Context: an optimization exercise on an open-source flow, tuned for small area, a short achievable clock period and few clock cycles per item. The choices shown serve that exercise and are no tape-out recipe.
Function was checked by simulation only, so behaviour that the tests miss may differ from the original.

==> delta <==
// fft_fp
module fft_fp #(
  parameter int unsigned LOG2_NS = 4,
  parameter int unsigned NS      = 16,
  parameter int unsigned DATA_W  = 18,
  parameter int unsigned FRAC_W  = 12,
  parameter int unsigned TW_W    = 16
) (
  input  logic                     clk,
  input  logic                     rst_n,
  input  logic                     start,
  input  logic                     inverse,
  input  logic                     in_valid,
  output logic                     in_ready,
  input  logic signed [DATA_W-1:0] in_re,
  input  logic signed [DATA_W-1:0] in_im,
  output logic                     out_valid,
  input  logic                     out_ready,
  output logic signed [DATA_W-1:0] out_re,
  output logic signed [DATA_W-1:0] out_im,
  output logic                     out_last,
  output logic                     busy
);
clock: 20.0 ns
lec_check: 0
cap_margin: 20
core_margin: 2
core_utilization: 40
slew_margin: 20
run.sh (not shown) runs the stock make flow with config.mk's settings and CLKGATE_MAP_FILE= SYNTH_SCRIPT=/design/flow/synth_recipe.tcl, a recipe that flattens the netlist after the stock synthesis.
==> inputs of garnet, as changes to delta <==
--- a/flow/design.v
+++ b/flow/design.v
@@ -1354,12 +1354,13 @@
   output logic                     busy
 );
   if (NS != 16 || LOG2_NS != 4 || DATA_W != 18 || TW_W != 16) begin : g_chk
     $error("fft_fp: only the 16-point, 18-bit, 16-bit-twiddle configuration is supported");
   end
   logic        run_q, inv_q, ov_q, last_q;
+  logic        inv_s0, inv_pe, inv_po, inv_tw, inv_ct;
   logic [3:0]  ph_q;      
   logic [4:0]  n_q;       
   logic [4:0]  t_q;       
   logic [1:0]  lp_q;      
   logic [4:0]  c_q;       
   logic [35:0] sr_q [16];
@@ -1377,57 +1378,57 @@
     acc    = rdy_q && in_valid;
     ld_out = ldok_q && (!ov_q || out_ready);
   end
   logic [35:0] s0_a, s0_b;
   fft_fp_butterfly u_s0 (
     .a_i(sr_q[8]), .tr_i({sr_q[0][35], sr_q[0][35:18]}), .ti_i({sr_q[0][17], sr_q[0][17:0]}),
-    .nr_i(1'b0), .ni_i(1'b0), .inv_i(inv_q), .a_o(s0_a), .b_o(s0_b));
+    .nr_i(1'b0), .ni_i(1'b0), .inv_i(inv_s0), .a_o(s0_a), .b_o(s0_b));
   logic [35:0] pe_b_ev, pe_b_od, pe_a_od;
   logic [18:0] ev_tr, ev_ti, od_tr, od_ti;
   logic        ev_nr, ev_ni, od_nr, od_ni;
   always_comb begin
     pe_b_ev = f_st1 ? sr_q[1] : sr_q[3];
     pe_b_od = f_st1 ? sr_q[9] : sr_q[6];
     pe_a_od = f_st1 ? sr_q[13] : sr_q[8];
     if (ev_prd) begin
       {ev_tr, ev_ti, ev_nr, ev_ni} = {prod_q[37:19], prod_q[18:0], 1'b0, 1'b0};
     end else if (ev_w4) begin
       {ev_tr, ev_ti, ev_nr, ev_ni} = {pe_b_ev[17], pe_b_ev[17:0], pe_b_ev[35], pe_b_ev[35:18],
-                                      inv_q, !inv_q};
+                                      inv_pe, !inv_pe};
     end else begin
       {ev_tr, ev_ti, ev_nr, ev_ni} = {pe_b_ev[35], pe_b_ev[35:18], pe_b_ev[17], pe_b_ev[17:0],
                                       1'b0, 1'b0};
     end
     if (od_prd) begin
       {od_tr, od_ti, od_nr, od_ni} = {prod_q[37:19], prod_q[18:0], 1'b0, 1'b0};
     end else if (od_w4) begin
       {od_tr, od_ti, od_nr, od_ni} = {pe_b_od[17], pe_b_od[17:0], pe_b_od[35], pe_b_od[35:18],
-                                      inv_q, !inv_q};
+                                      inv_po, !inv_po};
     end else begin
       {od_tr, od_ti, od_nr, od_ni} = {pe_b_od[35], pe_b_od[35:18], pe_b_od[17], pe_b_od[17:0],
                                       1'b0, 1'b0};
     end
   end
   logic [35:0] ev_a, ev_b, od_a, od_b;
   fft_fp_butterfly u_pe (.a_i(sr_q[5]), .tr_i(ev_tr), .ti_i(ev_ti), .nr_i(ev_nr), .ni_i(ev_ni),
-                         .inv_i(inv_q), .a_o(ev_a), .b_o(ev_b));
+                         .inv_i(inv_pe), .a_o(ev_a), .b_o(ev_b));
   fft_fp_butterfly u_po (.a_i(pe_a_od), .tr_i(od_tr), .ti_i(od_ti), .nr_i(od_nr), .ni_i(od_ni),
-                         .inv_i(inv_q), .a_o(od_a), .b_o(od_b));
+                         .inv_i(inv_po), .a_o(od_a), .b_o(od_b));
   logic [35:0] tw_a;
   always_comb begin
     tw_a = tw_prd ? 36'd0 : tw_asel ? sr_q[3] : sr_q[5];
   end
   logic [32:0] tw_sr, tw_si;
   fft_fp_tw u_tw (
     .a_i(tw_a), .xr_i(xr_q), .xi_i(xi_q), .yr_i(yr_q), .yi_i(yi_q), .c13(t_c13), .c2(t_c2), .a_en(!tw_prd),
-    .sa(1'b0), .sub(t_sub), .inv3(inv_q && !tw_prd),
+    .sa(1'b0), .sub(t_sub), .inv3(inv_tw && !tw_prd),
     .sx_r(t_sxr), .sy_r(t_syr), .sx_i(t_sxi), .sy_i(t_syi),
     .s_r(tw_sr), .s_i(tw_si));
   logic [35:0] x_res;
   always_comb begin
-    x_res = inv_q ? {tw_sr[32:15], tw_si[32:15]} : {tw_sr[31:14], tw_si[31:14]};
+    x_res = inv_tw ? {tw_sr[32:15], tw_si[32:15]} : {tw_sr[31:14], tw_si[31:14]};
   end
   always_ff @(posedge clk) begin
     begin
       if (!f_loop) begin
         sr_q[0] <= acc ? {in_re, in_im} : sr_q[15];
         for (int j = 1; j < 16; j++) sr_q[j] <= sr_q[j-1];
@@ -1454,16 +1455,21 @@
       end
       prod_q <= {tw_sr[32:14], tw_si[32:14]};
     end
   end
   always_ff @(posedge clk) begin
     if (ld_out) oq_q <= x_res;
-    xr_q <= xr_d ^ {19{sxr_d ^ sub_d}};
-    xi_q <= xi_d ^ {19{sxi2_d ^ sub_d}};
-    yr_q <= k_d[0] ? b_d[17:0]  ^ {18{syr_d ^ sub_d}} : 18'd0;
-    yi_q <= k_d[0] ? b_d[35:18] ^ {18{syi_d ^ sub_d}} : 18'd0;
+    xr_q <= xr_d ^ {19{tc[5]}};
+    xi_q <= xi_d ^ {19{tc[3]}};
+    yr_q <= tc[8] ? b_d[17:0]  ^ {18{tc[4]}} : 18'd0;
+    yi_q <= tc[8] ? b_d[35:18] ^ {18{tc[2]}} : 18'd0;
+    inv_s0 <= inv_q;
+    inv_pe <= inv_s0;
+    inv_po <= inv_pe;
+    inv_tw <= inv_po;
+    inv_ct <= inv_tw;
   end
   logic        run_d, inv_d, ov_d;
   logic [3:0]  ph_d;
   logic [4:0]  n_d, t_d, c_d;
   logic [1:0]  lp_d;
   always_comb begin
@@ -1494,68 +1500,86 @@
       end else if (out_ready) begin
         ov_d = 1'b0;
         if (ov_q && c_q[4]) run_d = 1'b0;
       end
     end
   end
-  logic [4:0] c_n;
+  function automatic logic [9:0] twdec(input logic [2:0] k, input logic sub, input logic inv);
+    logic swp, sxr, syr, sxi, syi, c2, eqr, eqi;
+    case (k)
+      3'd0:    {swp, sxr, syr, sxi, syi} = {1'b0, 1'b0, 1'b0, 1'b0, 1'b0};
+      3'd4:    {swp, sxr, syr, sxi, syi} = {1'b1, inv, 1'b0, !inv, 1'b0};
+      3'd2:    {swp, sxr, syr, sxi, syi} = {1'b0, 1'b0, inv, 1'b0, !inv};
+      3'd6:    {swp, sxr, syr, sxi, syi} = {1'b0, 1'b1, inv, 1'b1, !inv};
+      3'd1:    {swp, sxr, syr, sxi, syi} = {1'b0, 1'b0, inv, 1'b0, !inv};
+      3'd3:    {swp, sxr, syr, sxi, syi} = {1'b1, inv, 1'b0, !inv, 1'b0};
+      3'd5:    {swp, sxr, syr, sxi, syi} = {1'b1, inv, 1'b1, !inv, 1'b1};
+      default: {swp, sxr, syr, sxi, syi} = {1'b0, 1'b1, inv, 1'b1, !inv};
+    endcase
+    c2  = (k[1:0] == 2'b10);
+    eqr = (sxr == syr);
+    eqi = (sxi == syi);
+    if (c2 && !eqi) sxi = !sxi;
+    twdec = {swp, k[0], c2, sub, sxr ^ sub, syr ^ sub, sxi ^ sub, syi ^ sub, eqr, eqi};
+  endfunction
+  logic [4:0] t_n;
   logic       prd_d, ldok_d, rdy_d;
-  logic [35:0] b_d;
-  logic [18:0] bs_d, bd_d, xr_d, xi_d;
-  logic        c2_d, sxi2_d;
-  logic [2:0] k_d;
   logic [1:0] e_ev_d, e_od_d;
   logic       s2o_d, st1_d;
-  logic       swp_d, sxr_d, syr_d, sxi_d, syi_d, sub_d;
-  logic [4:0] t_n;
   always_comb begin
     t_n    = (t_q != 5'd0 && t_q != 5'd23) ? t_q + 5'd1 : t_q;
-    c_n    = ldok_q ? c_q + 5'd1 : c_q;
     prd_d  = (t_n >= 5'd18) && (t_n <= 5'd21);
     s2o_d  = (t_n >= 5'd19) && (t_n <= 5'd22);
     st1_d  = f_s0w && (n_q >= 5'd13);
     e_ev_d = 2'(t_n - 5'd18);
     e_od_d = 2'(t_n - 5'd19);
-    if (prd_d) begin
-      k_d   = {(t_n >= 5'd20), 2'b10};
-      sub_d = 1'b0;
-    end else begin
-      k_d   = {c_n[2], c_n[1:0]};
-      sub_d = c_n[3];
-    end
-    case (k_d)
-      3'd0:    {swp_d, sxr_d, syr_d, sxi_d, syi_d} = {1'b0, 1'b0, 1'b0, 1'b0, 1'b0};
-      3'd4:    {swp_d, sxr_d, syr_d, sxi_d, syi_d} = {1'b1, inv_q, 1'b0, !inv_q, 1'b0};
-      3'd2:    {swp_d, sxr_d, syr_d, sxi_d, syi_d} = {1'b0, 1'b0, inv_q, 1'b0, !inv_q};
-      3'd6:    {swp_d, sxr_d, syr_d, sxi_d, syi_d} = {1'b0, 1'b1, inv_q, 1'b1, !inv_q};
-      3'd1:    {swp_d, sxr_d, syr_d, sxi_d, syi_d} = {1'b0, 1'b0, inv_q, 1'b0, !inv_q};
-      3'd3:    {swp_d, sxr_d, syr_d, sxi_d, syi_d} = {1'b1, inv_q, 1'b0, !inv_q, 1'b0};
-      3'd5:    {swp_d, sxr_d, syr_d, sxi_d, syi_d} = {1'b1, inv_q, 1'b1, !inv_q, 1'b1};
-      default: {swp_d, sxr_d, syr_d, sxi_d, syi_d} = {1'b0, 1'b1, inv_q, 1'b1, !inv_q};
-    endcase
-    if (prd_d) b_d = (t_n == 5'd20) ? sr_q[11] : sr_q[14];
-    else       b_d = c_n[2] ? sr_q[14] : sr_q[0];
-    if (swp_d) b_d = {b_d[17:0], b_d[35:18]};
-    c2_d  = !prd_d ? (k_d[1:0] == 2'b10) : 1'b1;
-    bs_d  = 19'($signed(b_d[35:18])) + 19'($signed(b_d[17:0]));
-    bd_d  = 19'($signed(b_d[35:18])) - 19'($signed(b_d[17:0]));
-    if (c2_d) begin
-      xr_d = (sxr_d == syr_d) ? bs_d : bd_d;
-      xi_d = (sxi_d == syi_d) ? bs_d : bd_d;
-    end else begin
-      xr_d = 19'($signed(b_d[35:18]));
-      xi_d = 19'($signed(b_d[17:0]));
-    end
-    sxi2_d = (c2_d && (sxi_d != syi_d)) ? !sxi_d : sxi_d;
     if (!run_q) rdy_d = start;
     else if (acc) rdy_d = (n_q != 5'd15);
     else rdy_d = !n_q[4] && (4'(ph_q + 4'd1) == n_q[3:0]);
     if (!run_q || t_n < 5'd22) ldok_d = 1'b0;
     else if (ld_out) ldok_d = !(c_q == 5'd15);
     else ldok_d = !c_q[4] && (2'(lp_d) == c_q[1:0]);
   end
+  logic [9:0] dc0_q, dc1_q, pdec_q;
+  logic       bh0_q, bh1_q, pm_q, pb11_q;
+  logic [4:0] t_2;
+  logic [4:0] cp1, cp2;
+  always_comb begin
+    t_2 = (t_q == 5'd0) ? 5'd0 : (t_q >= 5'd22) ? 5'd23 : t_q + 5'd2;
+    cp1 = c_q + 5'd1;
+    cp2 = c_q + 5'd2;
+  end
+  always_ff @(posedge clk) begin
+    dc0_q  <= ld_out ? twdec(cp1[2:0], cp1[3], inv_ct) : twdec(c_q[2:0], c_q[3], inv_ct);
+    dc1_q  <= ld_out ? twdec(cp2[2:0], cp2[3], inv_ct) : twdec(cp1[2:0], cp1[3], inv_ct);
+    bh0_q  <= ld_out ? cp1[2] : c_q[2];
+    bh1_q  <= ld_out ? cp2[2] : cp1[2];
+    pm_q   <= (t_2 >= 5'd18) && (t_2 <= 5'd21);
+    pb11_q <= (t_2 == 5'd20);
+    pdec_q <= twdec({(t_2 >= 5'd20), 2'b10}, 1'b0, inv_ct);
+  end
+  logic [9:0]  tc;
+  logic        bh;
+  logic [35:0] b_d;
+  logic [18:0] bs_d, bd_d, xr_d, xi_d;
+  always_comb begin
+    tc = pm_q ? pdec_q : ldok_q ? dc1_q : dc0_q;
+    bh = ldok_q ? bh1_q : bh0_q;
+    if (pm_q) b_d = pb11_q ? sr_q[11] : sr_q[14];
+    else      b_d = bh ? sr_q[14] : sr_q[0];
+    if (tc[9]) b_d = {b_d[17:0], b_d[35:18]};
+    bs_d  = 19'($signed(b_d[35:18])) + 19'($signed(b_d[17:0]));
+    bd_d  = 19'($signed(b_d[35:18])) - 19'($signed(b_d[17:0]));
+    if (tc[7]) begin
+      xr_d = tc[1] ? bs_d : bd_d;
+      xi_d = tc[0] ? bs_d : bd_d;
+    end else begin
+      xr_d = 19'($signed(b_d[35:18]));
+      xi_d = 19'($signed(b_d[17:0]));
+    end
+  end
   always_ff @(posedge clk or negedge rst_n) begin
     if (!rst_n) begin
       run_q  <= 1'b0;
       inv_q  <= 1'b0;
       ov_q   <= 1'b0;
       last_q <= 1'b0;
@@ -1603,22 +1627,22 @@
       f_s2e  <= prd_d;
       f_s2o  <= s2o_d;
       ev_prd <= prd_d && e_ev_d[0];
       ev_w4  <= st1_d || (prd_d && (e_ev_d == 2'd2));
       od_prd <= s2o_d && e_od_d[0];
       od_w4  <= s2o_d && (e_od_d == 2'd2);
-      tw_prd <= prd_d;
-      tw_asel <= c_n[2];
-      t_swp  <= swp_d;
-      t_c13  <= k_d[0];
-      t_c2   <= (k_d[1:0] == 2'b10);
-      t_sub  <= sub_d;
-      t_sxr  <= sxr_d ^ sub_d;
-      t_syr  <= syr_d ^ sub_d;
-      t_sxi  <= sxi2_d ^ sub_d;
-      t_syi  <= syi_d ^ sub_d;
+      tw_prd <= pm_q;
+      tw_asel <= bh;
+      t_swp  <= tc[9];
+      t_c13  <= tc[8];
+      t_c2   <= tc[7];
+      t_sub  <= tc[6];
+      t_sxr  <= tc[5];
+      t_syr  <= tc[4];
+      t_sxi  <= tc[3];
+      t_syi  <= tc[2];
     end
   end
   always_comb begin
     busy      = run_q;
     in_ready  = rdy_q;
     out_valid = ov_q;
==> flow_metrics.tcl <==
set metrics [dict create \
    hold_end "inv_s0" \
    yosys.area_share.simple_pct 11.34 \
    yosys.area_share.adder_pct 21.80 \
    grt_max_degree 184 \
    routed_wl_microns 247800 \
    place_area_sq_um 68830 \
    crit_fanout 50 \
    synth-compound-area-share_pct 18.33 \
    status "timing/DRC/antenna clean" \
    startpoint "t_c13" \
]
(the above is from garnet)
==> flow_metrics.tcl <==
set metrics [dict create \
    yosys.area_share.adder_pct 22.66 \
    place_area_sq_um 65830 \
    max_slew_margin_pct 15.19 \
    pre_cts_ws_ps 12520 \
    met2_usage_pct 43.25 \
    rows 145 \
    yosys.area_share.simple_pct 10.94 \
    synthArstFlopShare_pct 5.729 \
    startpoint "t_q[0]" \
    grt_max_degree 100 \
    multiInputCombCellCount 5321 \
    status "timing/DRC/antenna clean" \
    routed_wl_microns 229500 \
]
(the above is from delta)
Testbench counts of delta, summed over its fixed seeds: cycles 2,560, transforms 64.
Testbench counts of garnet, summed over its fixed seeds: cycles 2,560, transforms 64.

[re-timing with driven ports]
How much do the figures lean on ideal ports? The routed layouts below were timed once more, with nothing changed but the port constraints. Step 1 (the two cells are an assumption about what drives the block):
set clk [get_ports {clk}]
set_driving_cell -lib_cell sky130_fd_sc_hd__clkbuf_16 $clk
set_driving_cell -lib_cell sky130_fd_sc_hd__buf_2 [delete_from_list [all_inputs] $clk]
Step 2 moves the port delays by t, midway between the first and last clock arrival at a register: inputs arrive t later, outputs are due t later. That takes back most of the time a late clock gives input paths. a / b / c = ideal / step 1 / step 2; a / b = the first two.
run | t (ns) | setup slack, ns | slew at the worst register clock pin (ns)
delta | 0.802 | 12.425 / 12.425 / 12.425 | 0.07 / 0.07
garnet | 0.807 | 12.564 / 12.564 / 12.564 | 0.08 / 0.08
After both steps setup and hold are still met in every run listed.
